From an optimization exercise on the open Yosys and OpenROAD flow, aimed at small area and a short achievable clock period; shortcuts taken in it are not production practice. Function was checked by simulation only, so behaviour that the tests miss may differ from the original.

$ cat flow/standard.sh
#!/bin/bash
# synth_recipe.tcl (not shown) runs the flow's synth.tcl, then flattens the netlist and writes it again
# the make line also repeats each setting of config.mk as NAME=value (left out here)
make -C /OpenROAD-flow-scripts/flow DESIGN_CONFIG=/design/flow/config.mk WORK_HOME=/design/flow/orfs CLKGATE_MAP_FILE= SYNTH_SCRIPT=/design/flow/synth_recipe.tcl "${@:-finish}"
$ cat flow/flow/run.sh
#!/bin/bash
set -euo pipefail
CTS="-sink_clustering_enable -repair_clock_nets -dont_use_dummy_load"
CTS="$CTS -buf_list {sky130_fd_sc_hd__clkbuf_8 sky130_fd_sc_hd__clkbuf_16}"
CTS="$CTS -sink_clustering_size 26 -sink_clustering_max_diameter 110"
bash standard.sh SETUP_SLACK_MARGIN=5.9 "CTS_ARGS=$CTS" \
  "BUFFER_PORTS_ARGS=-buffer_cell sky130_fd_sc_hd__buf_1" \
  "PRE_IO_PLACEMENT_TCL=$PWD/flow/io.tcl" finish > standard.log 2>&1
$ cat flow/constraint.sdc
create_clock -name core_clock -period 12.0 [get_ports {Clk}]
set_input_delay 2.4000 -clock core_clock [delete_from_list [all_inputs] [get_ports {Clk}]]
set_output_delay 2.4000 -clock core_clock [all_outputs]
set_load 0.01 [all_outputs]
$ cat flow/config.mk
export PLATFORM = sky130hd
export DESIGN_NAME = fpmul_queue_wrapper
export DESIGN_NICKNAME = fpmul_queue_wrapper
export VERILOG_FILES = /design/flow/design.v
export SDC_FILE = /design/flow/constraint.sdc
export NUM_CORES = 4
export LEC_CHECK = 0
export CAP_MARGIN = 20
export CORE_MARGIN = 2
export CORE_UTILIZATION = 40
export SLEW_MARGIN = 20
export SYNTH_HIERARCHICAL = 1
$ cat flow/flow/io.tcl
# Keep the bus ports whose paths run from input to output (A, WE, RE to OutData,
# done_sig) together on one edge of the die.
set pins {A[0] A[1] A[2] WE RE done_sig irq}
for {set i 0} {$i < 32} {incr i} { lappend pins "OutData\[$i\]" }
set_io_pin_constraint -pin_names $pins -region left:*
$ cat flow/design.v
module fpmul_queue_wrapper #(
  parameter int DW    = 32,
  parameter int DEPTH = 4,
  parameter int CNT_W = $clog2(DEPTH) + 1
) (
  input  logic          Clk,
  input  logic          Rst_n,
  input  logic [2:0]    A,
  input  logic          WE,
  input  logic          RE,
  input  logic [DW-1:0] InData,
  output logic [DW-1:0] OutData,
  output logic          irq,
  output logic          done_sig
);
  localparam int PW = $clog2(DEPTH);
  localparam logic [CNT_W-1:0] FULL = CNT_W'(DEPTH);
  localparam logic [8:0] E_ZERO   = 9'd0;
  localparam logic [8:0] E_ZERO_D = 9'd1;
  localparam logic [8:0] E_NAN_D  = 9'd509;
  localparam logic [8:0] E_INF    = 9'd510;
  localparam logic [8:0] E_NAN    = 9'd511;
  logic wr_opa, wr_opb, wr_ctrl, rd_pop, flush, err_clr;
  logic cmd_full, cmd_empty, res_empty, res_full, cmd_push, cmd_pop, res_push, res_pop;
  logic [DW-1:0]    opa_q, opb_q;
  logic             va_q, vb_q;
  logic             irq_en_q, ovf_q, unf_q;
  logic [PW-1:0]    cmd_rd_q, res_rd_q;
  logic [CNT_W-1:0] cmd_cnt_q, res_cnt_q;
  logic [2:0]       ph_q;
  logic             drop_q;
  assign wr_opa    = WE && (A == 3'd0);
  assign wr_opb    = WE && (A == 3'd1);
  assign wr_ctrl   = WE && (A == 3'd5);
  assign rd_pop    = RE && (A == 3'd2);
  assign flush     = wr_ctrl && InData[1];
  assign err_clr   = wr_ctrl && InData[0];
  assign cmd_full  = (cmd_cnt_q == FULL);
  assign cmd_empty = (cmd_cnt_q == '0);
  assign res_empty = (res_cnt_q == '0);
  assign res_full  = (res_cnt_q == FULL);
  assign cmd_push  = wr_opb && !cmd_full;
  assign res_pop   = rd_pop && !res_empty && !flush;
  assign cmd_pop   = (ph_q == 3'd1) && !flush;
  assign res_push  = (ph_q == 3'd7) && !flush;
  assign irq       = irq_en_q && !res_empty;
  assign done_sig  = res_push;
  logic [7:0]  ea, eb;
  logic [22:0] fa, fb;
  logic        a_z, b_z, a_m, b_m, a_fz, b_fz, nan_r, inf_r, zero_r, dnf;
  logic [8:0]  esum_in;
  logic [55:0] cmd_in;
  assign ea   = opa_q[30:23];
  assign eb   = InData[30:23];
  assign fa   = opa_q[22:0];
  assign fb   = InData[22:0];
  assign a_z  = !va_q || (ea == 8'h00);
  assign b_z  = (eb == 8'h00);
  assign a_m  = va_q && (ea == 8'hFF);
  assign b_m  = (eb == 8'hFF);
  assign a_fz = !va_q || (fa == '0);
  assign b_fz = (fb == '0);
  assign nan_r  = (a_m && !a_fz) || (b_m && !b_fz) || (a_m && b_z) || (b_m && a_z);
  assign inf_r  = a_m || b_m;
  assign zero_r = a_z || b_z;
  assign dnf    = (a_z && !a_fz) || (b_z && !b_fz);
  always_comb begin
    if (nan_r)       esum_in = dnf ? E_NAN_D : E_NAN;
    else if (inf_r)  esum_in = E_INF;
    else if (zero_r) esum_in = dnf ? E_ZERO_D : E_ZERO;
    else             esum_in = 9'(ea) + 9'(eb);
  end
  assign cmd_in = {(va_q && opa_q[31]) ^ InData[31], esum_in, fa, fb};
  logic [55:0] cmd_mem_q [DEPTH];
  logic [31:0] res_mem_q [DEPTH];
  logic [55:0] cmd_head;
  logic [31:0] res_head, res_in;
  logic [PW-1:0] cmd_wr, res_wr;
  assign cmd_wr   = cmd_rd_q + PW'(cmd_cnt_q);
  assign res_wr   = res_rd_q + PW'(res_cnt_q);
  logic [DEPTH-1:0] cmd_sel;
  fpmul_dec4 u_cdec (.a(cmd_rd_q), .y(cmd_sel));
  always_comb begin
    cmd_head = '0;
    for (int k = 0; k < DEPTH; k++)
      if (cmd_sel[k]) cmd_head = cmd_head | cmd_mem_q[k];
  end
  always_comb begin
    res_head = '0;
    for (int k = 0; k < DEPTH; k++)
      if (!res_empty && res_rd_q == PW'(k)) res_head = res_head | res_mem_q[k];
  end
  always_ff @(posedge Clk) begin
    if (cmd_push) cmd_mem_q[cmd_wr] <= cmd_in;
    if (res_push) res_mem_q[res_wr] <= res_in;
  end
  logic        sign_q;
  logic [8:0]  esum_q;
  logic [22:0] am_q, bm_q;
  logic [25:0] r_q;
  logic        s_q;
  logic [23:0] r_in;
  logic [27:0] sum;
  logic        ph0, ph1;
  assign ph0  = (ph_q == 3'd0);
  assign ph1  = (ph_q == 3'd1);
  assign r_in = ph1 ? 24'd0 : r_q[25:2];
  logic [23:0] mm, nr;
  logic [23:0] q0, q1, q2, q3;
  logic [26:0] s1, c1, s2, c2, s3, c3;
  assign mm = {1'b1, am_q};
  assign nr = ~(r_q[25:2] & {24{!ph1}});
  assign q0 = ~(mm & {24{bm_q[0]}});
  assign q1 = ~(mm & {24{bm_q[1]}});
  assign q2 = ~(mm & {24{bm_q[2]}});
  assign q3 = ~(mm & {24{bm_q[3]}});
  fpmul_hai u_r1h (.a(nr[0]), .b(q0[0]), .s(s1[0]), .co(c1[1]));
  for (genvar i = 1; i < 24; i++) begin : g_r1
    fpmul_fa u_fa (.a(nr[i]), .b(q0[i]), .c(q1[i-1]), .s(s1[i]), .co(c1[i+1]));
  end
  assign s1[24] = q1[23];
  assign c1[0]  = 1'b1;
  assign s1[26:25] = '1;
  assign c1[26:25] = '1;
  assign s2[0] = s1[0];
  fpmul_hai u_r2h (.a(s1[1]), .b(c1[1]), .s(s2[1]), .co(c2[2]));
  for (genvar i = 2; i < 25; i++) begin : g_r2
    fpmul_fa u_fa (.a(s1[i]), .b(c1[i]), .c(q2[i-2]), .s(s2[i]), .co(c2[i+1]));
  end
  assign s2[25] = q2[23];
  assign c2[1:0] = '1;
  assign s2[26] = 1'b1;
  assign c2[26] = 1'b1;
  assign s3[1:0] = s2[1:0];
  fpmul_hai u_r3h (.a(s2[2]), .b(c2[2]), .s(s3[2]), .co(c3[3]));
  for (genvar i = 3; i < 26; i++) begin : g_r3
    fpmul_fa u_fa (.a(s2[i]), .b(c2[i]), .c(q3[i-3]), .s(s3[i]), .co(c3[i+1]));
  end
  assign s3[26] = q3[23];
  assign c3[2:0] = '1;
  logic [23:0] cg, cp;
  for (genvar i = 0; i < 24; i++) begin : g_gp
    fpmul_ha u_gp (.a(s3[i+3]), .b(c3[i+3]), .s(cp[i]), .co(cg[i]));
  end
  always_comb begin
    logic [23:0] gg, pp;
    gg = {cg[23:1], cg[0] | cp[0]};
    pp = cp;
    for (int l = 0; l < 5; l++)
      for (int i = 0; i < 24; i++)
        if ((i + 1) % (2 << l) == 0) begin
          gg[i] = gg[i] | (pp[i] & gg[i - (1 << l)]);
          pp[i] = pp[i] & pp[i - (1 << l)];
        end
    for (int l = 3; l >= 0; l--)
      for (int i = 0; i < 24; i++)
        if ((i + 1) % (2 << l) == (1 << l) && i >= (2 << l)) begin
          gg[i] = gg[i] | (pp[i] & gg[i - (1 << l)]);
          pp[i] = pp[i] & pp[i - (1 << l)];
        end
    sum = {!gg[23], ~(cp ^ {gg[22:0], 1'b1}), ~s3[2:0]};
  end
  always_ff @(posedge Clk) begin
    if (ph0) begin
      sign_q <= cmd_head[55];
      esum_q <= cmd_head[54:46];
      am_q   <= cmd_head[45:23];
      bm_q   <= cmd_head[22:0];
    end else begin
      bm_q   <= {4'hF, bm_q[22:4]};
    end
    r_q <= sum[27:2];
    s_q <= (!ph1 && (s_q || (|r_q[1:0]))) || (|sum[1:0]);
  end
  logic        norm, g, st, rnd, cy;
  logic [22:0] frac_t, frac_r;
  logic [9:0]  e_r;
  logic        spec, s_nan, s_inf, s_dnf;
  always_comb begin
    norm   = r_q[25];
    frac_t = norm ? r_q[24:2] : r_q[23:1];
    g      = norm ? r_q[1] : r_q[0];
    st     = s_q || (norm && r_q[0]);
    rnd    = g && (st || frac_t[0]);
    {cy, frac_r} = {1'b0, frac_t} + 24'(rnd);
    e_r    = 10'(esum_q) + 10'(norm) + 10'(cy) - 10'd127;
    spec   = (esum_q == E_ZERO) || (esum_q == E_ZERO_D) || (esum_q == E_NAN_D) ||
             (esum_q == E_INF) || (esum_q == E_NAN);
    s_nan  = (esum_q == E_NAN) || (esum_q == E_NAN_D);
    s_inf  = (esum_q == E_INF);
    s_dnf  = (esum_q == E_ZERO_D) || (esum_q == E_NAN_D);
    if (spec) begin
      if (s_nan)      res_in = {1'b0, 8'hFF, 1'b1, 21'b0, s_dnf};
      else if (s_inf) res_in = {sign_q, 8'hFF, 23'b0};
      else            res_in = {sign_q, 8'h00, 22'b0, s_dnf};
    end else if (!e_r[9] && (e_r[8] || (e_r[7:0] == 8'hFF))) begin
      res_in = {sign_q, 8'hFF, 21'b0, 1'b1, 1'b0};           
    end else if (e_r[9] || (e_r[7:0] == 8'h00)) begin
      res_in = {sign_q, 8'h00, 21'b0, 1'b1, 1'b0};           
    end else begin
      res_in = {sign_q, e_r[7:0], frac_r};
    end
  end
  logic go;
  assign go = !cmd_empty && !res_full && !flush;
  always_ff @(posedge Clk or negedge Rst_n) begin
    if (!Rst_n) begin
      ph_q      <= 3'd0;
      drop_q    <= 1'b0;
      va_q      <= 1'b0;
      vb_q      <= 1'b0;
      irq_en_q  <= 1'b0;
      ovf_q     <= 1'b0;
      unf_q     <= 1'b0;
      cmd_rd_q  <= '0;
      cmd_cnt_q <= '0;
      res_rd_q  <= '0;
      res_cnt_q <= '0;
    end else begin
      case (ph_q)
        3'd0:    ph_q <= go ? 3'd1 : 3'd0;
        3'd6:    ph_q <= (drop_q || flush) ? 3'd0 : 3'd7;
        3'd7:    ph_q <= 3'd0;
        default: ph_q <= ph_q + 3'd1;
      endcase
      drop_q <= !ph0 && (drop_q || flush);
      if (wr_opa) va_q <= 1'b1;
      if (wr_opb) vb_q <= 1'b1;
      if (wr_ctrl) irq_en_q <= InData[2];
      ovf_q <= err_clr ? 1'b0 : (ovf_q | (wr_opb && cmd_full));
      unf_q <= err_clr ? 1'b0 : (unf_q | (rd_pop && res_empty));
      if (flush) begin
        cmd_rd_q  <= '0;
        cmd_cnt_q <= '0;
        res_rd_q  <= '0;
        res_cnt_q <= '0;
      end else begin
        cmd_rd_q  <= cmd_rd_q + PW'(cmd_pop);
        cmd_cnt_q <= cmd_cnt_q + CNT_W'(cmd_push) - CNT_W'(cmd_pop);
        res_rd_q  <= res_rd_q + PW'(res_pop);
        res_cnt_q <= res_cnt_q + CNT_W'(res_push) - CNT_W'(res_pop);
      end
    end
  end
  always_ff @(posedge Clk) begin
    if (wr_opa) opa_q <= InData;
    if (wr_opb) opb_q <= InData;
  end
  logic [31:0] rp;
  logic        r_ff, r_00, r_sp, busy;
  assign rp   = res_head;
  assign r_ff = (rp[30:23] == 8'hFF);
  assign r_00 = (rp[30:23] == 8'h00);
  assign r_sp = r_ff || r_00;
  assign busy = !ph0 || !cmd_empty;
  logic [31:0] rd_a, rd_b, rd_p, rd_f, rd_s, rd_c;
  logic [5:0]  sel;
  assign rd_a = opa_q;
  assign rd_b = opb_q;
  assign rd_p = {rp[31:2], rp[1:0] & {2{!r_sp}}};
  assign rd_f = {26'b0, r_ff && rp[1], r_00 && rp[1], r_ff && rp[22],
                 r_ff && !rp[22], r_sp && rp[0], r_00 && !res_empty};
  assign rd_s = DW'({8'b0, 8'(cmd_cnt_q), 8'(res_cnt_q), 3'b0,
                     irq_en_q, busy, cmd_full, ovf_q, unf_q});
  assign rd_c = DW'({irq_en_q, 2'b0});
  fpmul_adec u_adec (.a(A), .va(va_q), .vb(vb_q), .sel(sel));
  for (genvar i = 0; i < 32; i++) begin : g_out
    logic ta, tb, tp, tf, ts, tc;
    assign ta = !(sel[0] && rd_a[i]);
    assign tb = !(sel[1] && rd_b[i]);
    assign tp = !(sel[2] && rd_p[i]);
    assign tf = !(sel[3] && rd_f[i]);
    assign ts = !(sel[4] && rd_s[i]);
    assign tc = !(sel[5] && rd_c[i]);
    if (i == 2) begin : g_n6
      fpmul_nand6 u_n (.x({ta, tb, tp, tf, ts, tc}), .y(OutData[i]));
    end else if (i < 5) begin : g_n5
      fpmul_nand5 u_n (.x({ta, tb, tp, tf, ts}), .y(OutData[i]));
    end else if (i == 5) begin : g_n4f
      fpmul_nand4 u_n (.x({ta, tb, tp, tf}), .y(OutData[i]));
    end else if ((i >= 8 && i <= 10) || (i >= 16 && i <= 18)) begin : g_n4s
      fpmul_nand4 u_n (.x({ta, tb, tp, ts}), .y(OutData[i]));
    end else begin : g_n3
      fpmul_nand3 u_n (.x({ta, tb, tp}), .y(OutData[i]));
    end
  end
endmodule
module fpmul_fa (input logic a, b, c, output logic s, co);
  assign s  = a ^ b ^ c;
  assign co = (a & b) | (a & c) | (b & c);
endmodule
module fpmul_hai (input logic a, b, output logic s, co);
  assign s  = !(a ^ b);
  assign co = a | b;
endmodule
module fpmul_ha (input logic a, b, output logic s, co);
  assign s  = a ^ b;
  assign co = a & b;
endmodule
module fpmul_dec4 (input logic [1:0] a, output logic [3:0] y);
  assign y = 4'b0001 << a;
endmodule
module fpmul_adec (
  input  logic [2:0] a,
  input  logic       va,
  input  logic       vb,
  output logic [5:0] sel
);
  assign sel = {a == 3'd5, a == 3'd4, a == 3'd3, a == 3'd2,
                (a == 3'd1) && vb, (a == 3'd0) && va};
endmodule
module fpmul_nand3 (input logic [2:0] x, output logic y);
  assign y = !(&x);
endmodule
module fpmul_nand4 (input logic [3:0] x, output logic y);
  assign y = !(&x);
endmodule
module fpmul_nand5 (input logic [4:0] x, output logic y);
  assign y = !(&x);
endmodule
module fpmul_nand6 (input logic [5:0] x, output logic y);
  assign y = !(&x);
endmodule
==> run summary, run 1 <==
status finished clean; worst hold margin around 0.48 ns; Multi-input gate area just over 8000 um2; gpl congestion 0.885; fin worst setup slack 5.82 ns; initial antenna violation count 0; Crit. End Element output port; WL final approximately 58,000 um; fin crit share 0.515; initial core utilization 0.406; DIE AREA between 60,000 and 70,000 um2; layout cell share with drive strength beyond 1 0.0659; post-synth top area share 0.572; clk sinks approximately 520; clock transition at the registers of the reported paths around 0.090 ns; Post-Syn Nets around 2,000; Worst Path Arrival 3.78 ns; Seq/Total Area, Yosys 0.635; Top FF cell, synth edfxtp_1; Clock Path Buffers 3; average size of a mapped cell around 13 um2; via count of the first global-routing pass around 15,000; vias per cell 5.67; Final min period roughly 6.2 ns; clock latency on the worst-skew pair 0.58 ns; required time worst endpoint around 9.6 ns; Synth async-reset ratio 0.0367; via count 14,827; Die Wd around 250 um; Iteration-0 DRC Markers around 1,400; clock skew between 0.03 and 0.04 ns; maximum clock rate about 0.16 GHz; largest cells by area after synthesis edfxtp_1, fa_1, nand2_1; clock root buffer clkbuf_16; Crit Path Category in -> out; Slew @ Worst Pin approximately 1.1 ns; hold buffer count at CTS 0; count of final setup violators 0; Final Hold Viols 0; post-synthesis cell area between 20,000 and 25,000 um2; routed length per instance approximately 22 um; Port Buffer Count 72; first-pass GRT wire length 89,600 um; DR pass1 iterations 8; Yosys cell types 74; Synth Instances 1,801; FP Rows 88; startpoint types input port; leading area contributor after synthesis edfxtp_1; GRT overflow 0; largest net degree at the start of global routing 76; Worst Path Max Fanout 32; Die Ht approximately 250 um; DRC 0; Final Util 0.440; Worst Hold Class reg -> reg; Slew HR 0.289; FF+latch count, synth slightly above 500; RSZ-0062 raised after global routing true; number of nets with antenna violations after routing 0; FF/Latch Area 15,000 um2; max-cap viol count 0; Syn. warnings 7; Area growth, synth to finish 8.36%; CTS tree done; Top Ports 73; setup TNS 0 ns; final net count 2,030; Pins Over Slew Limit 0; CTS buffer count 23; Fill cells ~5,200; Setup WS pre-CTS roughly 5.5 ns; htree depth 1; core area between 50,000 and 60,000 um2; Post-synth EDFFs roughly 450; DP Wirelength just under 40,000 um; total track usage 0.193
modules after synthesis, one instance, submodules excluded, excerpt:
module	flip-flops and latches	times used	cell area [um2]	cells
fpmul_queue_wrapper	518	1	21500	1646
fpmul_adec	0	1	62.6	6
fpmul_hai	0	3	27.5	5
fpmul_dec4	0	1	26.3	4
fpmul_fa	0	69	20.0	1
fpmul_ha	0	24	12.5	1
fpmul_nand4	0	7	6.26	1
fpmul_nand3	0	20	5.00	1
cells in the mapped netlist, types with 8 or more instances:
master,number
a211o_1,9
xnor2_1,37
a21o_1,10
nor2_1,88
nor4_1,16
edfxtp_1,449
dfrtp_1,19
nand2b_1,10
dfxtp_1,50
and2_1,15
a21oi_1,29
a22oi_1,113
xor2_1,30
o21ai_0,24
a32o_1,8
nand3_1,52
nand4_1,28
nor3_1,13
nand2_1,349
or2_2,8
a222oi_1,24
ha_1,66
a31oi_1,23
buf_1,10
fa_1,73
inv_1,60
clkbuf_1,62
a211oi_2,10
and3_1,18
registers in the layout, summed over array words and instances, names as in the netlist, 2 cells and up:
name,count
res_rd_q,2
cmd_cnt_q,3
cmd_mem_q,224
opb_q,32
am_q,23
bm_q,23
res_mem_q,128
esum_q,9
opa_q,32
ph_q,3
r_q,26
cmd_rd_q,2
res_cnt_q,3
final timing paths:
| check | start | end | slack, ns | cells after the start |
|---|---|---|---|---|
| max in group asynchronous | Rst_n | res_rd_q[1] | 9.88 | 1 |
| min in group asynchronous | Rst_n | irq_en_q | 1.78 | 1 |
| max reg2reg | r_q[25] | res_mem_q[1][0] | 6.23 | 18 |
| min | bm_q[21] | bm_q[17] | 0.48 | 2 |
| max | A[1] | OutData[2] | 5.82 | 6 |
| min reg2reg | bm_q[21] | bm_q[17] | 0.48 | 2 |
cell families (layout without fill, tap and decap cells):
group | Yosys count | after routing | share of synthesized area
simple gates | 639 | 640 | 0.124
flops | 518 | 518 | 0.635
compound gates | 285 | 285 | 0.0914
buf+inv | 144 | 192 | 0.0240
fa+ha+maj | 139 | 139 | 0.0970
xor+xnor | 67 | 67 | 0.0249
mux | 9 | 9 | 0.00393
other cells | 0 | 1 | 0
metal layers:
layer,routed length (um),part of all wire,GRT usage
met5,0,0,0
met4,1000,0.017,0.0422
met3,3670,0.063,0.0211
met2,27200,0.47,0.312
met1,26500,0.45,0.280
cell type report:
class                      count  share of cell area
multi-input combinational   1140               0.323
timing repair buffer         107              0.0221
tap                          765              0.0375
antenna                        1           0.0000980
inverter                      62             0.00911
sequential                   518               0.586
clock buffer                  23              0.0225
cells in the final DEF (no fill, tap or decap), types with 6 or more instances in the layout:
cell type    n
a211o_1      9
a32o_1       8
ha_1        66
inv_1       60
o21ai_0     24
a222oi_1    24
nand2_1    348
edfxtp_1   449
and2_1      16
a21oi_1     29
and3_1      18
nand4_1     28
dfxtp_1     49
dfrtp_1     19
nor4_1      16
nor2_1      83
clkbuf_16   23
nor3_1       6
nand3_1     52
buf_1       68
mux2i_1      7
a211oi_2    10
a21o_1      10
or2_2        8
fa_1        73
xnor2_1     37
xor2_1      30
a22oi_1    113
a31oi_1     23
nand2b_1    10
buf_4       32
worst max-delay path, cell delays in order:
cell and delay [ns]:
clkbuf_4 0.19, and4bb_4 0.65, nand2_1 0.09, and4_1 0.19, nand3_1 0.08, buf_1 0.17
what timing repair did:
item | in CTS | in global routing
cloned | 0 | 2
pin swaps | 1 | 2
endpoints found under the setup margin | 33 | 77
buffers inserted | 1 | 1
resized for setup | 10 | 11
metrics by stage:
stage,cells,cell area (um2)
after floorplan,1801,23600
after global routing,2615,25500
after detailed placement,2588,24900
after CTS,2612,25500
final,2616,25500
after global placement,2587,24800
==> inputs of run 2 (changes only) <==
==> flow/flow/run.sh (replaced) <==
#!/bin/bash
set -euo pipefail
CTS="-sink_clustering_enable -repair_clock_nets -dont_use_dummy_load"
CTS="$CTS -buf_list {sky130_fd_sc_hd__clkbuf_8 sky130_fd_sc_hd__clkbuf_16}"
CTS="$CTS -sink_clustering_size 26 -sink_clustering_max_diameter 110"
bash standard.sh SETUP_SLACK_MARGIN=6.2 "CTS_ARGS=$CTS" \
  "BUFFER_PORTS_ARGS=-buffer_cell sky130_fd_sc_hd__buf_1" \
  "PRE_IO_PLACEMENT_TCL=$PWD/flow/io.tcl" finish > standard.log 2>&1
==> run 2 against run 1 <==
Against the previous run: sequential cell count unchanged; clock skew fell by 0.0089 ns; utilization grew 1.1 points; routed wire length increased by 2.6%; count of clock-buffer cells in the layout is the same; cell area grew 2.6%; critical endpoint unchanged; non-clock buffer count up 19; cell count up 0.76%; synthesized cell count did not move.
==> run summary, run 2 <==
Die Wd between 200 and 250 um; slowest CP cell nor4b_4; initial core utilization 0.406; Crit Path Category in -> out; commonest non-fill, non-tap cell in the layout edfxtp_1; total track usage 0.198; Worst Path Arrival roughly 3.5 ns; post-synthesis mux area share 0.00393; Syn. warnings 7; largest cells by area after synthesis edfxtp_1, fa_1, nand2_1; placement-stage cell area 24,800 um2; WL final 59,900 um; Crit Reg-Reg Startpoint r_q[25]; most frequent cell after synthesis edfxtp_1; Post-synth EDFFs ~450; Yosys cell types 74; htree depth 1; DRC 0; DR pass1 iterations 8; DP Wirelength a little under 40,000 um; Final min period ~6 ns; Critical Path, Cell by Cell buf_12, nor4b_4, buf_6, buf_12, nand2_2, and4_1, nand3_1, buf_2; most frequent CP cell buf_12; Synth Area in Adders 0.0970; clock skew 0.0255 ns; synth cell count leaders edfxtp_1, nand2_1, a22oi_1; Setup crit start A[0]; gpl congestion ~0.86; final instance area 26,200 um2; startpoint types input port; Top Ports between 70 and 80; FP Rows slightly below 90; post-synth top area share 0.572; largest net degree at the start of global routing 66; CTS tree done; complex-gate fraction of the synthesized area 0.0914; ant diodes 0; Min-Delay Startpoint bm_q[21]; DIE AREA ~61,000 um2; Crit. End Element output port; clock latency on the worst-skew pair 0.58 ns; Pins Over Slew Limit 0; max reg flops 224; Top FF cell, synth edfxtp_1; register-to-register setup slack roughly 6.5 ns; Iteration-0 DRC Markers between 1,500 and 2,000; Port Buffer Count 72; Worst Hold Class reg -> reg; final net count 2,051; final non-filler cell total around 2,600; max-cap viol count 0; vias per cell 5.67; Multi-input gate area approximately 8500 um2; fin crit share 0.493; Post-Syn Nets just under 2,000; Worst Path Max Fanout 8; average size of a mapped cell between 10 and 15 um2; Top reg by flops cmd_mem_q; Fill cells ~5,100; CP max stage delay approximately 0.28 ns; RSZ-0062 raised after global routing true; post-synthesis cell area 23,600 um2; routed length per instance ~23 um; setup TNS 0 ns; Slew @ Worst Pin around 0.95 ns; clock transition at the registers of the reported paths approximately 0.090 ns; Synth Instances between 1,500 and 2,000; placed cells 2,590; first-pass GRT wire length 91,000 um; count of final setup violators 0; initial antenna violation count 0; required time worst endpoint about 9.6 ns; Final Hold Viols 0; main combinational cell family by area after synthesis simple AND/OR/NAND/NOR gates; status finished clean; CTS buffer count 23; post-synthesis simple-gate area fraction 0.124; Area growth, synth to finish 11.1%; FF/Latch Area 15,000 um2; biggest regs cmd_mem_q: 224 flops, res_mem_q: 128 flops; clock root buffer clkbuf_16; FF+latch count, synth 518; leading area contributor after synthesis edfxtp_1; Clock Path Buffers 3; GRT overflow 0; via count of the first global-routing pass 14,924; Synth async-reset ratio 0.0367; Seq/Total Area, Yosys 0.635; WP buf/inv 4; clk sinks 518; most frequent cells in the layout edfxtp_1, nand2_1, a22oi_1, nor2_1, fa_1; maximum clock rate ~0.17 GHz; Final Util 0.451; Slew HR 0.369; number of nets with antenna violations after routing 0; Synth Area in XOR/XNOR 0.0249; Die Ht ~250 um; via count 14,957; Worst path top cell family by delay simple AND/OR/NAND/NOR gates; layout cell share with drive strength beyond 1 0.116; core area around 58,000 um2
run 2: cell counts after synthesis:
No cell type changed its count.
run 2: tightest hold or removal path, cell delays in order, from the launching register on:
cell	delay (ns)
dfxtp_1	0.31
nor2_1	0.09
a31oi_1	0.04
run 2: modules after synthesis (local to each module, per instance):
| module | copies in the design | flops+latches | cells |
|---|---|---|---|
| fpmul_nand4 | 7 | 0 | 1 |
| fpmul_hai | 3 | 0 | 5 |
| fpmul_dec4 | 1 | 0 | 4 |
| fpmul_fa | 69 | 0 | 1 |
| fpmul_adec | 1 | 0 | 6 |
| fpmul_queue_wrapper | 1 | 518 | 1646 |
| fpmul_ha | 24 | 0 | 1 |
| fpmul_nand5 | 4 | 0 | 2 |
| fpmul_nand6 | 1 | 0 | 2 |
| fpmul_nand3 | 20 | 0 | 1 |
run 2: logic make-up (layout without fill, tap and decap cells):
| kind of cell | after synthesis | in the layout |
|---|---|---|
| AND/OR/NAND/NOR | 639 | 642 |
| multiplexers | 9 | 9 |
| buffers and inverters | 144 | 211 |
| XOR/XNOR | 67 | 67 |
| AO/OA/AOI/OAI | 285 | 285 |
| adder cells (fa/ha/maj) | 139 | 139 |
| flip-flops | 518 | 518 |
run 2: what timing repair did:
| item | CTS | global route |
|---|---|---|
| setup endpoints to repair | 77 | 153 |
| gates resized for setup | 80 | 68 |
| pin swaps | 29 | 17 |
| setup buffers | 8 | 8 |
| cloned | 5 | 2 |
| hold buffers | 0 | 0 |
run 2: routing by layer:
metal  track usage  vias to the layer above  routed length (um)
li1              -                     6740                   -
met2         0.315                      520               27400
met4        0.0496                        0                1480
met3        0.0228                       76                3790
met5             0                        -                   0
met1         0.289                     7621               27300
run 2: area by class of cell:
class,count,share of cell area
Inverter,62,0.00889
Multi-Input combinational cell,1142,0.324
Tap cell,765,0.0365
Clock buffer,23,0.0220
Timing Repair Buffer,126,0.0372
Sequential cell,518,0.571
run 2: path summary, 6_finish.rpt:
kind                                     to  cells past startpoint
min in group asynchronous      cmd_cnt_q[2]                      2
min                                bm_q[17]                      2
min reg2reg                        bm_q[17]                      2
max                              OutData[2]                      8
max in group asynchronous      res_cnt_q[1]                      2
max reg2reg                res_mem_q[3][17]                     18
run 2: through the flow:
| stage | hold WS, ns | worst slack (ns) |
|---|---|---|
| floorplan | 0.431 | 5.83 |
| global placement | 0.462 | 5.50 |
| detailed placement | 0.464 | 5.46 |
| CTS | 0.474 | 6.10 |
| global route | 0.508 | 6.02 |
| finish | 0.480 | 6.08 |
==> inputs of run 3 (changes only) <==
--- a/flow/design.v
+++ b/flow/design.v
@@ -64,12 +64,17 @@
   assign inf_r  = a_m || b_m;
   assign zero_r = a_z || b_z;
   assign dnf    = (a_z && !a_fz) || (b_z && !b_fz);
-  always_comb begin
-    if (nan_r)       esum_in = dnf ? E_NAN_D : E_NAN;
-    else if (inf_r)  esum_in = E_INF;
-    else if (zero_r) esum_in = dnf ? E_ZERO_D : E_ZERO;
-    else             esum_in = 9'(ea) + 9'(eb);
+  logic spec_in, hi_in;
+  assign spec_in = nan_r || inf_r || zero_r;
+  assign hi_in   = nan_r || inf_r;
+  logic [8:0] esum_rc;
+  logic [8:0] esum_ab;
+  assign esum_rc[0] = 1'b0;
+  for (genvar i = 0; i < 8; i++) begin : g_eadd
+    fpmul_fa u_fa (.a(ea[i]), .b(eb[i]), .c(esum_rc[i]), .s(esum_ab[i]), .co(esum_rc[i+1]));
   end
+  assign esum_ab[8] = esum_rc[8];
+  assign esum_in = spec_in ? {{7{hi_in}}, hi_in && !(nan_r && dnf), nan_r || dnf} : esum_ab;
   assign cmd_in = {(va_q && opa_q[31]) ^ InData[31], esum_in, fa, fb};
   logic [55:0] cmd_mem_q [DEPTH];
   logic [31:0] res_mem_q [DEPTH];
@@ -174,33 +179,44 @@
   end
   logic        norm, g, st, rnd, cy;
   logic [22:0] frac_t, frac_r;
-  logic [9:0]  e_r;
-  logic        spec, s_nan, s_inf, s_dnf;
+  logic        x_z0, x_z1, x_n1, x_inf, x_nan, x_spec, x_dnf;
+  logic        x_ge380, x_ge381, x_ge382, x_le125, x_le126, x_le127, x_of, x_uf, x_nrm;
+  logic [7:0]  x_e0, x_e;
+  assign x_z0   = (esum_q == 9'd0);
+  assign x_z1   = (esum_q == 9'd1);
+  assign x_n1   = (esum_q == 9'd509);
+  assign x_inf  = (esum_q == 9'd510);
+  assign x_nan  = (esum_q == 9'd511) || x_n1;
+  assign x_spec = x_z0 || x_z1 || x_nan || x_inf;
+  assign x_dnf  = x_z1 || x_n1;
+  assign norm   = r_q[25];
+  assign frac_t = norm ? r_q[24:2] : r_q[23:1];
+  assign g      = norm ? r_q[1] : r_q[0];
+  assign st     = s_q || (norm && r_q[0]);
+  assign rnd    = g && (st || frac_t[0]);
+  assign {cy, frac_r} = {1'b0, frac_t} + 24'(rnd);
+  assign x_ge380 = (esum_q >= 9'd380);
+  assign x_ge381 = (esum_q >= 9'd381);
+  assign x_ge382 = (esum_q >= 9'd382);
+  assign x_le125 = (esum_q <= 9'd125);
+  assign x_le126 = (esum_q <= 9'd126);
+  assign x_le127 = (esum_q <= 9'd127);
   always_comb begin
-    norm   = r_q[25];
-    frac_t = norm ? r_q[24:2] : r_q[23:1];
-    g      = norm ? r_q[1] : r_q[0];
-    st     = s_q || (norm && r_q[0]);
-    rnd    = g && (st || frac_t[0]);
-    {cy, frac_r} = {1'b0, frac_t} + 24'(rnd);
-    e_r    = 10'(esum_q) + 10'(norm) + 10'(cy) - 10'd127;
-    spec   = (esum_q == E_ZERO) || (esum_q == E_ZERO_D) || (esum_q == E_NAN_D) ||
-             (esum_q == E_INF) || (esum_q == E_NAN);
-    s_nan  = (esum_q == E_NAN) || (esum_q == E_NAN_D);
-    s_inf  = (esum_q == E_INF);
-    s_dnf  = (esum_q == E_ZERO_D) || (esum_q == E_NAN_D);
-    if (spec) begin
-      if (s_nan)      res_in = {1'b0, 8'hFF, 1'b1, 21'b0, s_dnf};
-      else if (s_inf) res_in = {sign_q, 8'hFF, 23'b0};
-      else            res_in = {sign_q, 8'h00, 22'b0, s_dnf};
-    end else if (!e_r[9] && (e_r[8] || (e_r[7:0] == 8'hFF))) begin
-      res_in = {sign_q, 8'hFF, 21'b0, 1'b1, 1'b0};           
-    end else if (e_r[9] || (e_r[7:0] == 8'h00)) begin
-      res_in = {sign_q, 8'h00, 21'b0, 1'b1, 1'b0};           
-    end else begin
-      res_in = {sign_q, e_r[7:0], frac_r};
-    end
-  end
+    case ({norm, cy})
+      2'b00:   begin x_of = x_ge382; x_uf = x_le127; end
+      2'b11:   begin x_of = x_ge380; x_uf = x_le125; end
+      default: begin x_of = x_ge381; x_uf = x_le126; end
+    endcase
+  end
+  assign x_e0  = esum_q[7:0] + 8'h81 + 8'(norm);
+  assign x_e   = x_e0 + 8'(cy);
+  assign x_nrm = !x_spec && !x_of && !x_uf;
+  assign res_in[31]    = sign_q && !x_nan;
+  assign res_in[30:23] = (x_nan || x_inf || (!x_spec && x_of)) ? 8'hFF : (x_nrm ? x_e : 8'h00);
+  assign res_in[22]    = x_nan || (x_nrm && frac_r[22]);
+  assign res_in[21:2]  = frac_r[21:2] & {20{x_nrm}};
+  assign res_in[1]     = (!x_spec && (x_of || x_uf)) || (x_nrm && frac_r[1]);
+  assign res_in[0]     = x_dnf || (x_nrm && frac_r[0]);
   logic go;
   assign go = !cmd_empty && !res_full && !flush;
   always_ff @(posedge Clk or negedge Rst_n) begin
==> flow/flow/run.sh (replaced) <==
#!/bin/bash
set -euo pipefail
CTS="-sink_clustering_enable -repair_clock_nets -dont_use_dummy_load"
CTS="$CTS -buf_list {sky130_fd_sc_hd__clkbuf_8 sky130_fd_sc_hd__clkbuf_16}"
CTS="$CTS -sink_clustering_size 26 -sink_clustering_max_diameter 110"
bash standard.sh SETUP_SLACK_MARGIN=5.9 "CTS_ARGS=$CTS" \
  "BUFFER_PORTS_ARGS=-buffer_cell sky130_fd_sc_hd__buf_1" finish > standard.log 2>&1
removed: flow/flow/io.tcl
==> run 3 against run 2 <==
Against the previous run: via count is 3.0% lower; largest cell class unchanged; critical endpoint is now OutData[9]; still clean; count of clock-buffer cells in the layout is 2 higher; register-to-register slack worse by 0.11 ns; clock skew is 0.046 ns higher; cell count is 3.3% lower; global-route usage is 0.36 points higher.
==> run summary, run 3 <==
status finished clean; Worst Hold Class reg -> reg; Slew @ Worst Pin 1.01 ns; DR pass1 iterations 5; Crit Path Category in -> out; FP Rows between 80 and 90; core area ~58,000 um2; vias per cell about 5.7; post-synth top area share 0.579; htree depth 1; Clock Path Buffers 3; Slew HR 0.320; Post-synth EDFFs around 450; Port Buffer Count 72; placement-stage cell area 24,600 um2; largest net degree at the start of global routing 57; clk sinks 518; DP Wirelength 38,900 um; final net count a little under 2,000; clock skew ~0.072 ns; Area growth, synth to finish 9.65%; Synth async-reset ratio 0.0367; Synth Instances about 1,700; max-cap viol count 0; Iteration-0 DRC Markers 1,418; Setup WS pre-CTS 5.00 ns; via count around 15,000; Final Util 0.443; Die Wd ~250 um; leading area contributor after synthesis edfxtp_1; Yosys cell types 66; number of nets with antenna violations after routing 0; Top Ports between 70 and 80; final instance area around 26,000 um2; DIE AREA around 60,000 um2; initial antenna violation count 0; fin crit share 0.509; Crit. End Element output port; Top reg by flops cmd_mem_q; Multi-input gate area around 8000 um2; Pins Over Slew Limit 0; Final min period ~6 ns; hold buffer count at CTS 0; synth cell count leaders edfxtp_1, nand2_1, a22oi_1; Final Hold Viols 0; DRC 0; clock transition at the registers of the reported paths 0.09 ns; count of final setup violators 0; layout cell share with drive strength beyond 1 0.0841; Seq/Total Area, Yosys 0.642; gpl congestion about 0.85; total track usage 0.201; Top FF cell, synth edfxtp_1; Fill cells between 5,000 and 6,000; Worst Path Arrival about 3.7 ns; Worst Path Max Fanout 10; maximum clock rate 0.164 GHz; CTS tree done; CTS buffer count 25; biggest regs cmd_mem_q: 224 flops, res_mem_q: 128 flops; required time worst endpoint roughly 9.6 ns; max reg flops about 220; setup TNS 0 ns; WL final slightly above 60,000 um; fin worst setup slack roughly 5.9 ns; worst hold margin roughly 0.48 ns; most frequent cell after synthesis edfxtp_1; largest cells by area after synthesis edfxtp_1, fa_1, nand2_1; RSZ-0062 raised after global routing true; GRT overflow 0; commonest non-fill, non-tap cell in the layout edfxtp_1; most frequent cells in the layout edfxtp_1, nand2_1, a22oi_1, nor2_1, fa_1; startpoint types input port; Post-Syn Nets ~1,900; via count of the first global-routing pass between 10,000 and 15,000; Syn. warnings 7; routed length per instance around 24 um; placed cells ~2,500; clock root buffer clkbuf_16; FF/Latch Area 15,000 um2; first-pass GRT wire length slightly above 90,000 um; Die Ht between 200 and 250 um; post-synthesis cell area roughly 23,000 um2; initial core utilization 0.404; final non-filler cell total roughly 2,500; average size of a mapped cell around 14 um2; ant diodes 0; FF+latch count, synth 518; clock latency on the worst-skew pair 0.58 ns
==> run 3: layout make-up <==
class / instances / area share
inverters: 59 / 0.00867
clock buffers: 25 / 0.0245
well taps: 765 / 0.0375
multi-input cells: 1064 / 0.314
flip-flops and latches: 518 / 0.586
repair buffers: 118 / 0.0298
==> run 3: per-layer routing <==
layer | share of wire | wire length [um] | up-vias | global-route usage
li1 | - | - | 6450 | -
met1 | 0.43 | 26000 | 7424 | 0.281
met2 | 0.48 | 28900 | 549 | 0.332
met3 | 0.065 | 3940 | 80 | 0.0239
met4 | 0.026 | 1600 | 0 | 0.0588
met5 | 0 | 0 | - | 0
==> run 3: cell families (layout without fill, tap and decap cells) <==
logic type               Yosys count  after routing  share of synthesized area
other                              1              1                   0.000161
multiplexers                      31             31                     0.0180
XOR/XNOR                          58             58                     0.0218
flip-flops                       518            518                      0.642
AO/OA/AOI/OAI                    291            291                     0.0889
AND/OR/NAND/NOR                  544            545                      0.107
buffers and inverters            133            202                     0.0222
adder cells (fa/ha/maj)          138            138                     0.0999
==> run 3: repair_timing <==
| item | 4_1_cts | 5_1_grt |
|---|---|---|
| endpoints found under the setup margin | 33 | 16 |
| gates cloned | 3 | 0 |
| setup buffers | 9 | 6 |
| resized for setup | 33 | 21 |
| endpoints found under the hold margin | 0 | 0 |
| pin swaps | 5 | 5 |
==> run 3: final timing paths <==
path | start | end | slack [ns] | cells after the start
worst max-delay path | A[0] | OutData[9] | 5.90 | 9
worst min register to register | bm_q[11] | bm_q[7] | 0.48 | 2
min in group asynchronous | Rst_n | cmd_cnt_q[0] | 1.78 | 1
worst min-delay path | bm_q[11] | bm_q[7] | 0.48 | 2
max in group asynchronous | Rst_n | res_rd_q[0] | 9.83 | 1
worst max register to register | ph_q[1] | r_q[22] | 6.38 | 20
==> run 3: worst max-delay path, cell delays in order <==
cell	delay (ns)
buf_12	0.12
nor4b_4	0.29
buf_4	0.18
buf_12	0.13
buf_12	0.14
buf_6	0.10
nand2_1	0.04
nand4_1	0.15
buf_2	0.16
==> run 3: modules after synthesis (local to each module, per instance) <==
module,area [um2],cells inside,times used
fpmul_nand3,5.00,1,20
fpmul_nand6,13.8,2,1
fpmul_fa,20.0,1,77
fpmul_nand4,6.26,1,7
fpmul_dec4,26.3,4,1
fpmul_hai,27.5,5,3
fpmul_queue_wrapper,21100,1551,1
fpmul_nand5,11.3,2,4
fpmul_adec,62.6,6,1
fpmul_ha,12.5,1,24
==> inputs of run 4 (changes only) <==
==> flow/flow/run.sh (replaced) <==
#!/bin/bash
set -euo pipefail
CTS="-sink_clustering_enable -repair_clock_nets -dont_use_dummy_load"
CTS="$CTS -buf_list {sky130_fd_sc_hd__clkbuf_8 sky130_fd_sc_hd__clkbuf_16}"
CTS="$CTS -sink_clustering_size 26 -sink_clustering_max_diameter 110"
bash standard.sh SETUP_SLACK_MARGIN=6.0 "CTS_ARGS=$CTS" \
  "BUFFER_PORTS_ARGS=-buffer_cell sky130_fd_sc_hd__buf_1" finish > standard.log 2>&1
==> run 4 against run 3 <==
Against the previous run: worst hold slack improved by 0.0024 ns; via count grew 0.35%; cell count up 0.55%; synthesized cell count did not move; clock skew decreased by 0.0057 ns; synthesized area is the same; die area is the same; utilization up 0.46 points; count of clock-buffer cells in the layout is the same; routed wire length up 0.94%; cell area grew 1.0%; critical endpoint is now OutData[18].
==> run summary, run 4 <==
routed length per instance about 24 um; clock skew around 0.066 ns; initial antenna violation count 1; crit path to OutData[18]; commonest non-fill, non-tap cell in the layout edfxtp_1; Setup crit start A[1]; clock latency on the worst-skew pair around 0.58 ns; fin crit share 0.505; average size of a mapped cell approximately 14 um2; WP buf/inv 4; Synth Instances 1,714; Final min period ~6 ns; DRC 0; met1 WL approximately 26,000 um; via count between 10,000 and 15,000; CTS tree done; reg2reg end res_mem_q[1][5]; Area growth, synth to finish 10.8%; met3 WL roughly 4300 um; Slew HR 0.307; Yosys cell types 66; clock root buffer clkbuf_16; Top Ports between 70 and 80; post-synth top area share 0.579; most frequent cells in the layout edfxtp_1, nand2_1, a22oi_1, nor2_1, fa_1; Worst path top cell family by delay buffers and inverters; htree depth 1; Crit Path Category in -> out; most frequent cell after synthesis edfxtp_1; setup TNS 0 ns; Die Ht between 200 and 250 um; Top reg by flops cmd_mem_q; initial core utilization 0.404; status finished clean; max reg flops approximately 220; WL met2 just under 30,000 um; FP Rows slightly below 90; max-cap viol count 0; clk sinks just over 500; register-to-register setup slack ~6.5 ns; largest cells by area after synthesis edfxtp_1, fa_1, nand2_1; Top FF cell, synth edfxtp_1; Seq/Total Area, Yosys 0.642; Post-synth EDFFs 449; CP max stage delay ~0.32 ns; Iteration-0 DRC Markers 1,290; required time worst endpoint roughly 9.6 ns; Worst Path Arrival 3.67 ns; leading area contributor after synthesis edfxtp_1; via count of the first global-routing pass roughly 15,000; biggest regs cmd_mem_q: 224 flops, res_mem_q: 128 flops; Pins Over Slew Limit 0; DIE AREA roughly 60,000 um2; Port Buffer Count 72; Critical Path, Cell by Cell buf_12, nor4b_4, buf_6, buf_12, nand2_2, nand4_1, buf_2; post-synthesis cell area around 23,000 um2; gpl congestion ~0.85; Final Hold Viols 0; count of final setup violators 0; FF+latch count, synth approximately 520; CTS buffer count 25; clock transition at the registers of the reported paths 0.09 ns; synth cell count leaders edfxtp_1, nand2_1, a22oi_1; WL final between 60,000 and 70,000 um; DP Wirelength 38,900 um; vias per cell around 5.7; r2r worst-path depth 13; slowest CP cell nor4b_4; Crit path depth 7; number of nets with antenna violations after routing 0; Clock Path Buffers 3; final net count ~2,000; core area around 58,000 um2; layout cell share with drive strength beyond 1 0.102; Synth async-reset ratio 0.0367; Crit Reg-Reg Startpoint r_q[25]; Die Wd roughly 250 um; GRT overflow 0; fin worst setup slack approximately 5.9 ns; DR pass1 iterations 6; largest net degree at the start of global routing 57; Worst Hold Class reg -> reg; Crit. End Element output port; first-pass GRT wire length a little over 90,000 um; Syn. warnings 7; maximum clock rate 0.165 GHz; Slew @ Worst Pin 1.03 ns; startpoint types input port; Setup WS pre-CTS between 5 and 6 ns; max layer used met4; total track usage 0.204; RSZ-0062 raised after global routing true; Post-Syn Nets ~1,900; Worst Path Max Fanout 6; most frequent CP cell buf_12
run 4: cell counts after synthesis:
No cell type changed its count.
run 4: metal layers:
layer  vias up  track usage
li1       6478            -
met1      7432        0.282
met2       550        0.331
met3        94       0.0252
met4         0       0.0719
met5         -            0
run 4: worst min path at each step:
| stage | from | end | slack [ns] | cells past startpoint |
|---|---|---|---|---|
| 6_report | bm_q[11] | bm_q[7] | 0.48 | 2 |
| 2_1_floorplan | vb_q | vb_q | 0.43 | 1 |
| 3_3_place_gp | cmd_mem_q[3][22] | bm_q[22] | 0.46 | 2 |
| 4_1_cts | bm_q[12] | bm_q[8] | 0.48 | 2 |
| 3_5_place_dp | bm_q[11] | bm_q[7] | 0.46 | 2 |
| 5_1_grt | bm_q[11] | bm_q[7] | 0.48 | 2 |
run 4: metrics by stage:
| stage | std cells | cell area, um2 | utilization | hold WS, ns |
|---|---|---|---|---|
| floorplan | 1714 | 23300 | - | 0.431 |
| global placement | 2506 | 24600 | 0.427 | 0.463 |
| detailed placement | 2506 | 24600 | 0.427 | 0.462 |
| CTS | 2554 | 25600 | 0.445 | 0.478 |
| global route | 2562 | 25800 | 0.448 | 0.484 |
| finish | 2563 | 25800 | 0.448 | 0.481 |
run 4: per-module statistics from Yosys (local to each module, per instance):
module               cells  flip-flops and latches  cell area, um2  copies in the design
fpmul_queue_wrapper   1551                     518           21100                     1
fpmul_adec               6                       0            62.6                     1
fpmul_hai                5                       0            27.5                     3
fpmul_dec4               4                       0            26.3                     1
fpmul_fa                 1                       0            20.0                    77
fpmul_nand6              2                       0            13.8                     1
fpmul_ha                 1                       0            12.5                    24
fpmul_nand5              2                       0            11.3                     4
fpmul_nand4              1                       0            6.26                     7
fpmul_nand3              1                       0            5.00                    20
run 4: cells by family after synthesis:
| family | share of synthesized area |
|---|---|
| XOR/XNOR | 0.0218 |
| other | 0.000161 |
| AO/OA/AOI/OAI | 0.0889 |
| AND/OR/NAND/NOR | 0.107 |
| adder cells (fa/ha/maj) | 0.0999 |
| buffers and inverters | 0.0222 |
| flip-flops | 0.642 |
| multiplexers | 0.0180 |
run 4: final cells by class:
type	count	area (um2)
Inverter	59	221
Antenna cell	1	2.50
Sequential cell	518	15000
Multi-Input combinational cell	1065	8110
Clock buffer	25	626
Fill cell	5074	31800
Tap cell	765	957
Timing Repair Buffer	130	925
run 4: repair_timing:
action                     CTS  global route
buffers inserted            17             8
resized for setup           59            28
gates cloned                 6             0
setup endpoints to repair   33            21
hold buffers                 0             0
pin swaps                    6            13
run 4: worst register-to-register path: cells and delay by family (launching register included):
family | cells | cell delay (ns)
compound gates | 3 | 1.47
fa+ha+maj | 1 | 0.25
mux | 1 | 0.25
simple gates | 5 | 2.19
flops | 1 | 0.30
buf+inv | 3 | 0.81
==> inputs of run 5 (changes only) <==
==> flow/flow/run.sh (replaced) <==
#!/bin/bash
set -euo pipefail
CTS="-sink_clustering_enable -repair_clock_nets -dont_use_dummy_load"
CTS="$CTS -buf_list {sky130_fd_sc_hd__clkbuf_8 sky130_fd_sc_hd__clkbuf_16}"
CTS="$CTS -sink_clustering_size 26 -sink_clustering_max_diameter 110"
bash standard.sh SETUP_SLACK_MARGIN=6.2 "CTS_ARGS=$CTS" \
  "BUFFER_PORTS_ARGS=-buffer_cell sky130_fd_sc_hd__buf_1" \
  "PRE_IO_PLACEMENT_TCL=$PWD/flow/io.tcl" finish > standard.log 2>&1
==> flow/flow/io.tcl (new file) <==
# Keep the bus ports whose paths run from input to output (A, WE, RE to OutData,
# done_sig) together on one edge of the die.
set pins {A[0] A[1] A[2] WE RE done_sig irq}
for {set i 0} {$i < 32} {incr i} { lappend pins "OutData\[$i\]" }
set_io_pin_constraint -pin_names $pins -region left:*
==> run 5 against run 4 <==
Against the previous run: still clean on timing, DRC and antenna; worst hold slack got worse by 0.0029 ns; die area unchanged; non-clock buffer count decreased by 4; synthesized cell count unchanged; fmax increased by 1.5%; critical path type unchanged.
==> run summary, run 5 <==
reg2reg end res_mem_q[1][8]; Crit. End Element output port; Clock Path Buffers 3; startpoint types input port; hold buffer count at CTS 0; largest cells by area after synthesis edfxtp_1, fa_1, nand2_1; slowest CP cell nor4b_4; hold path endpoint bm_q[3]; gpl congestion ~0.92; via count of the first global-routing pass 14,264; Port Buffer Count 72; setup TNS 0 ns; post-synthesis cell area about 23,000 um2; final net count 1,971; status finished clean; average size of a mapped cell about 14 um2; max reg flops between 200 and 250; Syn. warnings 7; Post-Syn Nets ~1,900; Slew HR 0.310; ant diodes 0; clock skew about 0.045 ns; Worst Path Max Fanout 8; clock root buffer clkbuf_16; Crit Reg-Reg Startpoint r_q[25]; WL final between 50,000 and 60,000 um; Final min period roughly 6.0 ns; register-to-register setup slack between 6 and 7 ns; max-cap viol count 0; DRC 0; maximum clock rate about 0.17 GHz; most frequent CP cell buf_12; vias per cell between 5 and 6; Crit Path Category in -> out; fin crit share 0.498; Top reg by flops cmd_mem_q; CP max stage delay 0.29 ns; Slew @ Worst Pin between 1 and 1.5 ns; Worst Path Arrival between 3 and 4 ns; layout cell share with drive strength beyond 1 0.119; leading area contributor after synthesis edfxtp_1; initial antenna violation count 0; r2r worst-path depth 13; Top Ports 73; DIE AREA between 60,000 and 70,000 um2; GRT overflow 0; Die Ht between 200 and 250 um; Synth Instances between 1,500 and 2,000; most frequent cell after synthesis edfxtp_1; clk sinks a little over 500; Yosys cell types 66; Pins Over Slew Limit 0; RSZ-0062 raised after global routing true; Final Util 0.450; first-pass GRT wire length roughly 90,000 um; largest net degree at the start of global routing 59; Area growth, synth to finish 11.2%; total track usage 0.197; WP buf/inv 4; Final Hold Viols 0; Iteration-0 DRC Markers between 1,000 and 1,500; number of nets with antenna violations after routing 0; FP Rows 88; Worst Hold Class reg -> reg; DR pass1 iterations 6; count of final setup violators 0; Top FF cell, synth edfxtp_1; htree depth 1; synth cell count leaders edfxtp_1, nand2_1, a22oi_1; CTS tree done; Hold Path Depth 2; Critical Path, Cell by Cell buf_12, nor4b_4, buf_4, buf_12, nand2_2, and4_1, nand3_1, buf_2; initial core utilization 0.404; biggest regs cmd_mem_q: 224 flops, res_mem_q: 128 flops; Min-Delay Startpoint bm_q[7]; DP Wirelength around 40,000 um; clock transition at the registers of the reported paths ~0.090 ns; post-synth top area share 0.579; Worst path top cell family by delay simple AND/OR/NAND/NOR gates; core area 57,600 um2; commonest non-fill, non-tap cell in the layout edfxtp_1; Fill cells about 5,100; Die Wd 245 um; CTS buffer count 24; routed length per instance around 23 um; Post-synth EDFFs between 400 and 500; clock latency on the worst-skew pair between 0.5 and 0.6 ns; via count between 10,000 and 15,000; Seq/Total Area, Yosys 0.642; most frequent cells in the layout edfxtp_1, nand2_1, a22oi_1, nor2_1, fa_1; required time worst endpoint between 9 and 10 ns; Synth async-reset ratio 0.0367; FF+latch count, synth 518
==> run 5: cell type report <==
class	count	area [um2]	share of cell area
Sequential cell	518	15000	0.578
Tap cell	765	957	0.0369
Inverter	59	221	0.00855
Timing Repair Buffer	126	980	0.0378
Clock buffer	24	601	0.0232
Multi-Input combinational cell	1065	8190	0.316
==> run 5: worst min-delay path, stage by stage (launching register included) <==
cell and delay, ns:
dfxtp_1 0.31, nor2_1 0.09, a31oi_1 0.04
==> run 5: through the flow <==
step	std cells	area [um2]	hold WS [ns]	worst slack (ns)
6_report	2557	25900	0.478	6.02
2_1_floorplan	1714	23400	0.431	5.83
3_3_place_gp	2506	24600	0.466	4.73
3_5_place_dp	2508	24600	0.465	4.64
5_1_grt	2557	25900	0.491	5.97
4_1_cts	2552	25700	0.481	6.08
==> run 5: how the worst max path moves through the flow <==
stage	from	to	slack, ns	depth (start not counted)
after detailed placement	A[1]	OutData[1]	4.64	7
final	A[0]	OutData[2]	6.02	8
after CTS	A[1]	OutData[2]	6.08	7
after floorplan	WE	cmd_mem_q[1][0]	5.83	5
after global placement	A[1]	OutData[1]	4.73	7
after global routing	A[0]	OutData[5]	5.97	8
==> run 5: repair_timing <==
action                     4_1_cts  5_1_grt
gates resized for setup         90       42
buffers inserted                15        4
setup endpoints to repair       33       42
gates cloned                     5        1
pin swaps                       39       11
==> run 5: per-layer routing <==
metal | global-route usage | share of wire
met1 | 0.286 | 0.44
met2 | 0.309 | 0.46
met3 | 0.0306 | 0.073
met4 | 0.0520 | 0.026
met5 | 0 | 0
==> run 5: Yosys stat by module (local to each module, per instance), a selection <==
module,flip-flops and latches,times used,cells inside,area (um2)
fpmul_queue_wrapper,518,1,1551,21100
fpmul_adec,0,1,6,62.6
fpmul_dec4,0,1,4,26.3
fpmul_fa,0,77,1,20.0
fpmul_ha,0,24,1,12.5
fpmul_nand4,0,7,1,6.26
fpmul_nand3,0,20,1,5.00
==> run 5: kinds of logic after synthesis <==
| family | after synthesis | share of synthesized area |
|---|---|---|
| buffers and inverters | 133 | 0.0222 |
| xor gates and xnor gates | 58 | 0.0218 |
| adders and majority gates | 138 | 0.0999 |
| and+or+nand+nor | 544 | 0.107 |
| DFF | 518 | 0.642 |
| other | 1 | 0.000161 |
| muxes | 31 | 0.0180 |
| AOI/OAI and AO/OA | 291 | 0.0889 |
==> inputs of run 6 (changes only) <==
--- a/flow/design.v
+++ b/flow/design.v
@@ -289,9 +289,14 @@
     assign ts = !(sel[4] && rd_s[i]);
     assign tc = !(sel[5] && rd_c[i]);
     if (i == 2) begin : g_n6
-      fpmul_nand6 u_n (.x({ta, tb, tp, tf, ts, tc}), .y(OutData[i]));
+      logic tfsc;
+      fpmul_aoi222 u_t (.a(sel[3]), .b(rd_f[i]), .c(sel[4]), .d(rd_s[i]), .e(sel[5]), .f(rd_c[i]),
+                        .y(tfsc));
+      fpmul_nand4 u_n (.x({ta, tb, tp, tfsc}), .y(OutData[i]));
     end else if (i < 5) begin : g_n5
-      fpmul_nand5 u_n (.x({ta, tb, tp, tf, ts}), .y(OutData[i]));
+      logic tfs;
+      fpmul_aoi22 u_t (.a(sel[3]), .b(rd_f[i]), .c(sel[4]), .d(rd_s[i]), .y(tfs));
+      fpmul_nand4 u_n (.x({ta, tb, tp, tfs}), .y(OutData[i]));
     end else if (i == 5) begin : g_n4f
       fpmul_nand4 u_n (.x({ta, tb, tp, tf}), .y(OutData[i]));
     end else if ((i >= 8 && i <= 10) || (i >= 16 && i <= 18)) begin : g_n4s
@@ -331,9 +336,9 @@
 module fpmul_nand4 (input logic [3:0] x, output logic y);
   assign y = !(&x);
 endmodule
-module fpmul_nand5 (input logic [4:0] x, output logic y);
-  assign y = !(&x);
+module fpmul_aoi22 (input logic a, b, c, d, output logic y);
+  assign y = !((a && b) || (c && d));
 endmodule
-module fpmul_nand6 (input logic [5:0] x, output logic y);
-  assign y = !(&x);
+module fpmul_aoi222 (input logic a, b, c, d, e, f, output logic y);
+  assign y = !((a && b) || (c && d) || (e && f));
 endmodule
==> run 6 against run 5 <==
Against the previous run: still clean on timing, DRC and antenna; sequential cell count unchanged; global-route usage grew 0.083 points; critical path depth fell by 2; utilization is essentially flat; clock skew rose by 0.020 ns; critical endpoint unchanged; highest routed layer unchanged.
==> run summary, run 6 <==
Worst Path Max Fanout 6; htree depth 1; FF+latch count, synth ~520; most frequent cells in the layout edfxtp_1, nand2_1, a22oi_1, nor2_1, fa_1; CTS tree done; GRT busiest layer met2; commonest non-fill, non-tap cell in the layout edfxtp_1; synth cell count leaders edfxtp_1, nand2_1, a22oi_1; required time worst endpoint ~9.6 ns; Top reg by flops cmd_mem_q; Die Wd 246 um; Post-Syn Nets approximately 1,900; status finished clean; Worst Hold Class reg -> reg; startpoint types input port; met3 capacity usage during global routing 0.0315; Die Ht around 250 um; number of nets with antenna violations after routing 0; post-synthesis cell area between 20,000 and 25,000 um2; FF/Latch Area approximately 15,000 um2; total track usage 0.198; vias per cell between 5 and 6; Port Buffer Count 72; Area growth, synth to finish 10.8%; post-synth top area share 0.574; average size of a mapped cell 13.6 um2; grt met2 use 0.310; gpl congestion approximately 0.9; initial antenna violation count 0; fin crit share 0.498; Multi-input gate area between 8000 and 9000 um2; Final min period roughly 6.0 ns; DP Wirelength a little under 40,000 um; final net count 1,978; GRT overflow 0; leading area contributor after synthesis edfxtp_1; largest cells by area after synthesis edfxtp_1, fa_1, dfxtp_1; layout cell share with drive strength beyond 1 0.122; Top FF cell, synth edfxtp_1; DRC 0; via count of the first global-routing pass approximately 15,000; clock root buffer clkbuf_16; DR pass1 iterations 8; largest net degree at the start of global routing 57; global routing usage on met1 0.292; Yosys cell types between 70 and 80; Synth async-reset ratio 0.0367; WL final 60,200 um; Final Util 0.450; maximum clock rate 0.167 GHz; Clock Path Buffers 3; clock skew around 0.065 ns; Crit Path Category in -> out; Fill cells between 5,000 and 6,000; clock latency on the worst-skew pair just under 0.6 ns; Post-synth EDFFs about 450; clock transition at the registers of the reported paths ~0.10 ns; Top Ports 73; first-pass GRT wire length between 90,000 and 100,000 um; max reg flops ~220; clk sinks between 500 and 600; Slew @ Worst Pin approximately 1.0 ns; Seq/Total Area, Yosys 0.637; Crit. End Element output port; final non-filler cell total roughly 2,600; Pins Over Slew Limit 0; Worst Path Arrival roughly 3.6 ns; max-cap viol count 0; routed length per instance between 20 and 25 um; Slew HR 0.314; most frequent cell after synthesis edfxtp_1; Iteration-0 DRC Markers roughly 1,400; core area about 58,000 um2; Final Hold Viols 0; FP Rows 88; placed cells 2,518; DIE AREA 60,600 um2; initial core utilization 0.406; via count ~15,000; biggest regs cmd_mem_q: 224 flops, res_mem_q: 128 flops; count of final setup violators 0; RSZ-0062 raised after global routing true; Syn. warnings 7; CTS buffer count 24; setup TNS 0 ns; Synth Instances between 1,500 and 2,000
[run 6: what timing repair did]
action / CTS / global route
gates resized for setup: 107 / 46
buffers inserted: 11 / 2
setup endpoints to repair: 33 / 40
pin swaps: 15 / 13
gates cloned: 7 / 2
hold endpoints to repair: 0 / 0
hold buffers: 0 / 0
[run 6: cells by family (layout without fill, tap and decap cells)]
kind of cell,count (synthesis),after routing,share of synthesized area
AO/OA/AOI/OAI,298,298,0.0913
XOR/XNOR,57,57,0.0213
adder cells (fa/ha/maj),138,138,0.0992
buffers and inverters,138,202,0.0230
flip-flops,518,518,0.637
multiplexers,37,37,0.0184
other,1,2,0.000160
AND/OR/NAND/NOR,545,548,0.109
[run 6: final timing paths]
kind / end / depth (start not counted) / slack, ns / from
worst min register to register: bm_q[15] / 2 / 0.48 / bm_q[19]
worst max register to register: res_mem_q[3][15] / 13 / 6.55 / r_q[25]
max in group asynchronous: res_rd_q[0] / 2 / 9.95 / Rst_n
worst min-delay path: bm_q[15] / 2 / 0.48 / bm_q[19]
min in group asynchronous: va_q / 2 / 1.81 / Rst_n
worst max-delay path: OutData[2] / 6 / 6.02 / A[0]
[run 6: area by class of cell]
cell class,instances,share of cell area
Tap cell,765,0.0368
Multi-Input combinational cell,1079,0.321
Clock buffer,24,0.0231
Inverter,58,0.00837
Antenna cell,1,0.0000962
Timing Repair Buffer,120,0.0356
Sequential cell,518,0.575
[run 6: Yosys stat by module (local to each module, per instance)]
module               cells  times used  flip-flops and latches  cell area (um2)
fpmul_queue_wrapper   1569           1                     518            21200
fpmul_nand4              1          12                       0             6.26
fpmul_adec               6           1                       0             62.6
fpmul_nand3              1          20                       0             5.00
fpmul_hai                5           3                       0             27.5
fpmul_fa                 1          77                       0             20.0
fpmul_ha                 1          24                       0             12.5
fpmul_aoi222             1           1                       0             10.0
fpmul_aoi22              1           4                       0             12.5
fpmul_dec4               4           1                       0             26.3
[run 6: worst max-delay path: stages]
cell      delay, ns
buf_12         0.11
buf_2          0.14
and3b_2        0.21
a222oi_1       0.37
nand4_1        0.17
buf_2          0.17
[run 6: layer usage]
layer  routed length [um]  share of wire
met1                26800           0.45
met2                27500           0.46
met3                 4850          0.081
met4                 1020          0.017
met5                    0              0
[run 6: stage by stage]
| stage | worst slack, ns | hold WS, ns | area [um2] |
|---|---|---|---|
| 6_report | 6.02 | 0.480 | 26000 |
| 5_1_grt | 5.95 | 0.500 | 26000 |
| 4_1_cts | 6.15 | 0.483 | 25800 |
| 3_5_place_dp | 5.46 | 0.462 | 24800 |
| 3_3_place_gp | 5.49 | 0.457 | 24700 |
| 2_1_floorplan | 6.22 | 0.431 | 23500 |

-- static timing again, ports no longer ideal --
No port has a modelled driver above. Below, the same layouts with a new extraction and two added sets of constraints. Step 1, drivers: a clkbuf_16 drives Clk and a buf_2 each remaining input, both assumed. Step 2, shift: input delay + t, output delay - t, t = (earliest + latest rising clock arrival at the registers) / 2. This alone moves slack from input paths to output paths. Slacks: ideal ports / drivers / drivers and shift; pairs: ideal ports / drivers.
run | t, ns | setup WS [ns] | slew at the worst register clock pin (ns) | worst slew at a driven data input, ns | pins driven straight from the clock port
run 1 | 0.618 | 5.821 / 5.799 / 5.799 | 0.11 / 0.11 | 0.05 | 1
run 2 | 0.627 | 6.081 / 6.004 / 6.004 | 0.11 / 0.11 | 0.13 | 1
run 3 | 0.602 | 5.895 / 5.834 / 5.649 | 0.10 / 0.10 | 0.08 | 1
run 4 | 0.603 | 5.935 / 5.861 / 5.641 | 0.10 / 0.10 | 0.10 | 1
run 5 | 0.609 | 6.025 / 5.954 / 5.808 | 0.11 / 0.11 | 0.14 | 1
run 6 | 0.604 | 6.024 / 5.948 / 5.850 | 0.10 / 0.10 | 0.09 | 1
After both steps setup and hold are still met in every run listed. For run 4, which loses most, drivers alone change the setup slack by -0.074 ns; drivers and shift together by -0.294 ns.
